What follows belongs to an exercise in optimizing a design on an open flow for small area and few clock cycles; a production flow would make more cautious choices.
Only simulation tests tie the RTL to the original design; equivalence was not proved.
No activity file was given, so power comes from the tool's default toggle rates.

// dbf_table_stream_parser_unit
module dbf_table_stream_parser_unit #(
	parameter int MAX_FIELDS = dbfp_pkg::MAX_FIELDS_DEF
) (
	input  wire logic        clk,
	input  wire logic        arst_n,
	input  wire logic        in_valid,
	output logic             in_ready,
	input  wire logic [7:0]  data_byte,
	input  wire logic        end_of_input,
	output logic             out_valid,
	input  wire logic        out_ready,
	output logic [2:0]       kind,
	output logic [31:0]      record_index,
	output logic [7:0]       field_index,
	output logic [3:0]       field_type,
	output logic [7:0]       field_byte,
	output logic             last_of_field,
	output logic             deleted,
	output logic [31:0]      ext_offset,
	output logic [15:0]      ext_length,
	output logic [1:0]       error_code,
	output logic [23:0]      date_stamp,
	output logic [8:0]       field_count
);
	dbfp_parser #(.MAX_FIELDS(MAX_FIELDS)) u_parser (
		.clk           (clk),
		.arst_n        (arst_n),
		.in_valid      (in_valid),
		.in_ready      (in_ready),
		.data_byte     (data_byte),
		.end_of_input  (end_of_input),
		.out_valid     (out_valid),
		.out_ready     (out_ready),
		.kind          (kind),
		.record_index  (record_index),
		.field_index   (field_index),
		.field_type    (field_type),
		.field_byte    (field_byte),
		.last_of_field (last_of_field),
		.deleted       (deleted),
		.ext_offset    (ext_offset),
		.ext_length    (ext_length),
		.error_code    (error_code),
		.date_stamp    (date_stamp),
		.field_count   (field_count)
	);
endmodule
For scale: about 5200 cells after synthesis, about 3400 flip-flops, ~160 I/O pins, roughly 0.081 mm2 of cells after synthesis.
==> flow/config.mk <==
export PLATFORM = sky130hd
export DESIGN_NAME = dbf_table_stream_parser_unit
export DESIGN_NICKNAME = dbf_table_stream_parser_unit
export VERILOG_FILES = /design/flow/design.v
export SDC_FILE = /design/flow/constraint.sdc
export NUM_CORES = 4
export LEC_CHECK = 0
export CAP_MARGIN = 20
export CORE_MARGIN = 2
export CORE_UTILIZATION = 65
export CTS_CLUSTER_DIAMETER = 100
export CTS_CLUSTER_SIZE = 30
export GPL_TIMING_DRIVEN = 0
export SLEW_MARGIN = 20
export SYNTH_MEMORY_MAX_BITS = 16384
==> flow/constraint.sdc <==
create_clock -name core_clock -period 10.0 [get_ports {clk}]
set_input_delay 2.0000 -clock core_clock [delete_from_list [all_inputs] [get_ports {clk}]]
set_output_delay 2.0000 -clock core_clock [all_outputs]
set_load 0.01 [all_outputs]
standard.sh (not shown) runs the stock make flow with config.mk's settings and CLKGATE_MAP_FILE= SYNTH_SCRIPT=/design/flow/synth_recipe.tcl, a recipe that flattens the netlist after the stock synthesis.
==> flow/flow/run.sh <==
#!/bin/bash
# The standard layout (standard.sh, unchanged synthesis, floorplan, power grid, placement, clock
# tree, routing), with one change: the buffers that buffer_ports puts on every input and output
# port are sky130_fd_sc_hd__buf_1 instead of the buffer it picks by default.
# ORFS writes each tool's log under orfs/logs/; make's own output goes to make.log here.
set -euo pipefail
export BUFFER_PORTS_ARGS="-buffer_cell sky130_fd_sc_hd__buf_1"
bash standard.sh > make.log 2>&1
The baseline passed the timing, design-rule and antenna checks.
Testbench counts at the start, summed over its fixed seeds: cycles 157,470.
Rerun with:
GPL_TIMING_DRIVEN = unset   (was 0)
After rerunning: The new run finished with timing, DRC and antenna clean. Clock skew came out higher by 0.027 ns. Final cell count fell slightly. Combinational power goes down by roughly a tenth. Sequential power is about the same. Power shrinks slightly. Core utilization decreases by 0.38 points. Cell area went down slightly.

* * *

== build 56 ==
dbf_table_stream_parser_unit, a different RTL version from the one above (not shown whole).
Size: roughly 5400 cells after synthesis, roughly 3400 flip-flops, about 160 I/O pins, about 0.082 mm² of cells after synthesis.
## dbf_table_stream_parser_unit
module dbf_table_stream_parser_unit #(
	parameter int MAX_FIELDS = dbfp_pkg::MAX_FIELDS_DEF
) (
	input  wire logic        clk,
	input  wire logic        arst_n,
	input  wire logic        in_valid,
	output logic             in_ready,
	input  wire logic [7:0]  data_byte,
	input  wire logic        end_of_input,
	output logic             out_valid,
	input  wire logic        out_ready,
	output logic [2:0]       kind,
	output logic [31:0]      record_index,
	output logic [7:0]       field_index,
	output logic [3:0]       field_type,
	output logic [7:0]       field_byte,
	output logic             last_of_field,
	output logic             deleted,
	output logic [31:0]      ext_offset,
	output logic [15:0]      ext_length,
	output logic [1:0]       error_code,
	output logic [23:0]      date_stamp,
	output logic [8:0]       field_count
);
Settings: LEC_CHECK=0, CAP_MARGIN=20, CORE_MARGIN=2, CORE_UTILIZATION=65, CTS_CLUSTER_DIAMETER=60, CTS_CLUSTER_SIZE=30, SLEW_MARGIN=20, SYNTH_MEMORY_MAX_BITS=16384; clock period 10.0 ns.
run.sh (not shown) runs the stock make flow with config.mk's settings and CLKGATE_MAP_FILE= SYNTH_SCRIPT=/design/flow/synth_recipe.tcl, a recipe that flattens the netlist after the stock synthesis.
Stock flow here: none of the scripts above is used.
Testbench counts of build 56, summed over its fixed seeds: cycles 157,470.
diff inputs: build 56 => build 89
- a change of CTS_CLUSTER_SIZE from 30 to 24
- a change of CTS_CLUSTER_DIAMETER from 60 to 80
--- outcome ---
As far as post-route DRC violation count is concerned, build 89 and build 56 perform about the same.
Share of cells above drive strength 1: build 89 < build 56
Max freq build 56 -> build 89: degraded
Normalized max-slew margin: lower on build 89
In build 89, the proportion of power drawn by the clock network came out 0.3 points below the value in build 56.
Per the comparison of build 89 with build 56, post-route met1 wirelength fell by 0.60%; wire length of the first global-routing pass picked up an extra 0.49%; sequential share of layout area comparable; final core utilization was more or less identical; worst setup slack has decreased.
Input changes introduced in build 85 (baseline for comparison: build 89):
- CTS_CLUSTER_SIZE now 30, was 24
- CTS_CLUSTER_DIAMETER now 100, was 80
==> flow/flow/run.sh (new file) <==
#!/bin/bash
# The standard layout (standard.sh, unchanged synthesis, floorplan, power grid, placement, clock
# tree, routing), with one change: the buffers that buffer_ports puts on every input and output
# port are sky130_fd_sc_hd__buf_1 instead of the buffer it picks by default.
# ORFS writes each tool's log under orfs/logs/; make's own output goes to make.log here.
set -euo pipefail
export BUFFER_PORTS_ARGS="-buffer_cell sky130_fd_sc_hd__buf_1"
bash standard.sh > make.log 2>&1
==> flow/standard.sh (new file) <==
#!/bin/bash
# synth_recipe.tcl (not shown) runs the flow's synth.tcl, then flattens the netlist and writes it again
# the make line also repeats each setting of config.mk as NAME=value (left out here)
make -C /OpenROAD-flow-scripts/flow DESIGN_CONFIG=/design/flow/config.mk WORK_HOME=/design/flow/orfs CLKGATE_MAP_FILE= SYNTH_SCRIPT=/design/flow/synth_recipe.tcl "${@:-finish}"
removed: flow/run.sh
Results
- Build 85 has completed all stages; timing, DRC and antenna checks passed.
- In the flow results for build 85 and build 89, the design area is smaller on build 85.
- First-pass GRT wire length ended up about 1.1% higher on build 85 than on build 89.
- Build 89 has a higher clock network fraction of design power than build 85.
- Delta(post-route worst hold slack, build 85 - build 89) > 0

* * *

Setup of build 36:
RTL: one of the versions met above, not the one the previous note started from.
Size: about 5,200 cells after synthesis, about 3,400 flip-flops, ~160 I/O pins, ~81,000 sq um of cells after synthesis.
## dbf_table_stream_parser_unit
module dbf_table_stream_parser_unit #(
	parameter int MAX_FIELDS = dbfp_pkg::MAX_FIELDS_DEF
) (
	input  wire logic        clk,
	input  wire logic        arst_n,
	input  wire logic        in_valid,
	output logic             in_ready,
	input  wire logic [7:0]  data_byte,
	input  wire logic        end_of_input,
	output logic             out_valid,
	input  wire logic        out_ready,
	output logic [2:0]       kind,
	output logic [31:0]      record_index,
	output logic [7:0]       field_index,
	output logic [3:0]       field_type,
	output logic [7:0]       field_byte,
	output logic             last_of_field,
	output logic             deleted,
	output logic [31:0]      ext_offset,
	output logic [15:0]      ext_length,
	output logic [1:0]       error_code,
	output logic [23:0]      date_stamp,
	output logic [8:0]       field_count
);
	dbfp_parser #(.MAX_FIELDS(MAX_FIELDS)) u_parser (
		.clk           (clk),
		.arst_n        (arst_n),
		.in_valid      (in_valid),
		.in_ready      (in_ready),
		.data_byte     (data_byte),
		.end_of_input  (end_of_input),
		.out_valid     (out_valid),
		.out_ready     (out_ready),
		.kind          (kind),
  ...
Settings: LEC_CHECK=0, CAP_MARGIN=20, CORE_MARGIN=2, CORE_UTILIZATION=65, CTS_CLUSTER_DIAMETER=80, CTS_CLUSTER_SIZE=24, SLEW_MARGIN=20, SYNTH_MEMORY_MAX_BITS=16384; clock period 10.0 ns.
standard.sh (not shown) runs the stock make flow with config.mk's settings and CLKGATE_MAP_FILE= SYNTH_SCRIPT=/design/flow/synth_recipe.tcl, a recipe that flattens the netlist after the stock synthesis.
==> flow/flow/run.sh <==
#!/bin/bash
# The standard layout (standard.sh, unchanged synthesis, floorplan, power grid, placement, clock
# tree, routing), with one change: the buffers that buffer_ports puts on every input and output
# port are sky130_fd_sc_hd__buf_1 instead of the buffer it picks by default.
# ORFS writes each tool's log under orfs/logs/; make's own output goes to make.log here.
set -euo pipefail
export BUFFER_PORTS_ARGS="-buffer_cell sky130_fd_sc_hd__buf_1"
bash standard.sh > make.log 2>&1
Testbench counts of build 36, summed over its fixed seeds: cycles 157,470.
The following lists how build 72 was set up differently from build 36:
- CTS_CLUSTER_DIAMETER: 80 -> 90
- CTS_CLUSTER_SIZE: 24 -> 27
Findings:
Compared with build 36, in build 72 number of inserted diodes higher, first-pass GRT wire length lower, setup slack higher, sequential cell area share higher, count of fill cells added during filler insertion higher. Delta (build 72 minus build 36): global-route usage was more or less identical, total power of the final layout dropped 1.3%, mean cell area of the mapped netlist essentially unchanged, worst hold slack about even, post-layout minimum cycle time fell 0.033 ns.
--- input diff build 72..build 44 ---
- CAP_MARGIN now 0, was 20
- CTS_CLUSTER_SIZE now 30, was 27
- SLEW_MARGIN now 0, was 20
- CTS_CLUSTER_DIAMETER now 100, was 90
## What came out
Of build 72 and build 44, only build 44 fails to finish with a clean layout.
Completing all stages was not enough for build 44: its layout failed the final checks because of capacitance limit, slew limit.
Time the worst path needs with I/O delays and setup (higher): build 44
Power in build 44 is about 1.7% lower than in build 72
Build 44 against build 72: cell-internal power went down by 1.7%; post-synthesis compound-gate area fraction was more or less identical; multi-input gate share of the layout cell area was more or less identical.
Against build 72, build 44 reports a share of cell area taken by flip-flops and latches that is higher.
Sort build 72 and build 44 by fraction of the cycle the final worst path needs, ascending, and build 72 comes first.
Across both runs, worst setup slack was lower for build 44 than for build 72.

[what the ideal ports hide]
How much do the figures lean on ideal ports? The routed layouts below were timed once more, with nothing changed but the port constraints.
Step 1 (the two cells are an assumption about what drives the block):
set clk [get_ports {clk}]
set_driving_cell -lib_cell sky130_fd_sc_hd__clkbuf_16 $clk
set_driving_cell -lib_cell sky130_fd_sc_hd__buf_2 [delete_from_list [all_inputs] $clk]
Step 2 moves the port delays by t, midway between the first and last clock arrival at a register: inputs arrive t later, outputs are due t later. That takes back most of the time a late clock gives input paths.
Three values: no drivers, after step 1, after step 2; two values: the first two.
| run | t (ns) | setup slack, ns | hold WS [ns] | pins driven straight from the clock port |
|---|---|---|---|---|
| the first run of note 1 | 0.858 | 1.096 / 1.021 / 1.782 | 0.311 / 0.311 / 0.311 | 1 |
| the second run of note 1 | 0.875 | 2.260 / 2.184 / 2.672 | 0.285 / 0.285 / 0.285 | 1 |
| build 56 | 0.859 | 1.780 / 1.703 / 1.817 | 0.288 / 0.288 / 0.288 | 1 |
| build 89 | 0.877 | 1.744 / 1.668 / 1.800 | 0.310 / 0.310 / 0.310 | 1 |
| build 85 | 0.875 | 2.303 / 2.224 / 2.531 | 0.316 / 0.316 / 0.316 | 1 |
| build 36 | 0.853 | 2.247 / 2.173 / 2.700 | 0.316 / 0.316 / 0.316 | 1 |
| build 72 | 0.878 | 2.280 / 2.205 / 2.736 | 0.316 / 0.316 / 0.316 | 1 |
| build 44 | 0.863 | 2.072 / 1.998 / 2.611 | 0.311 / 0.311 / 0.311 | 1 |
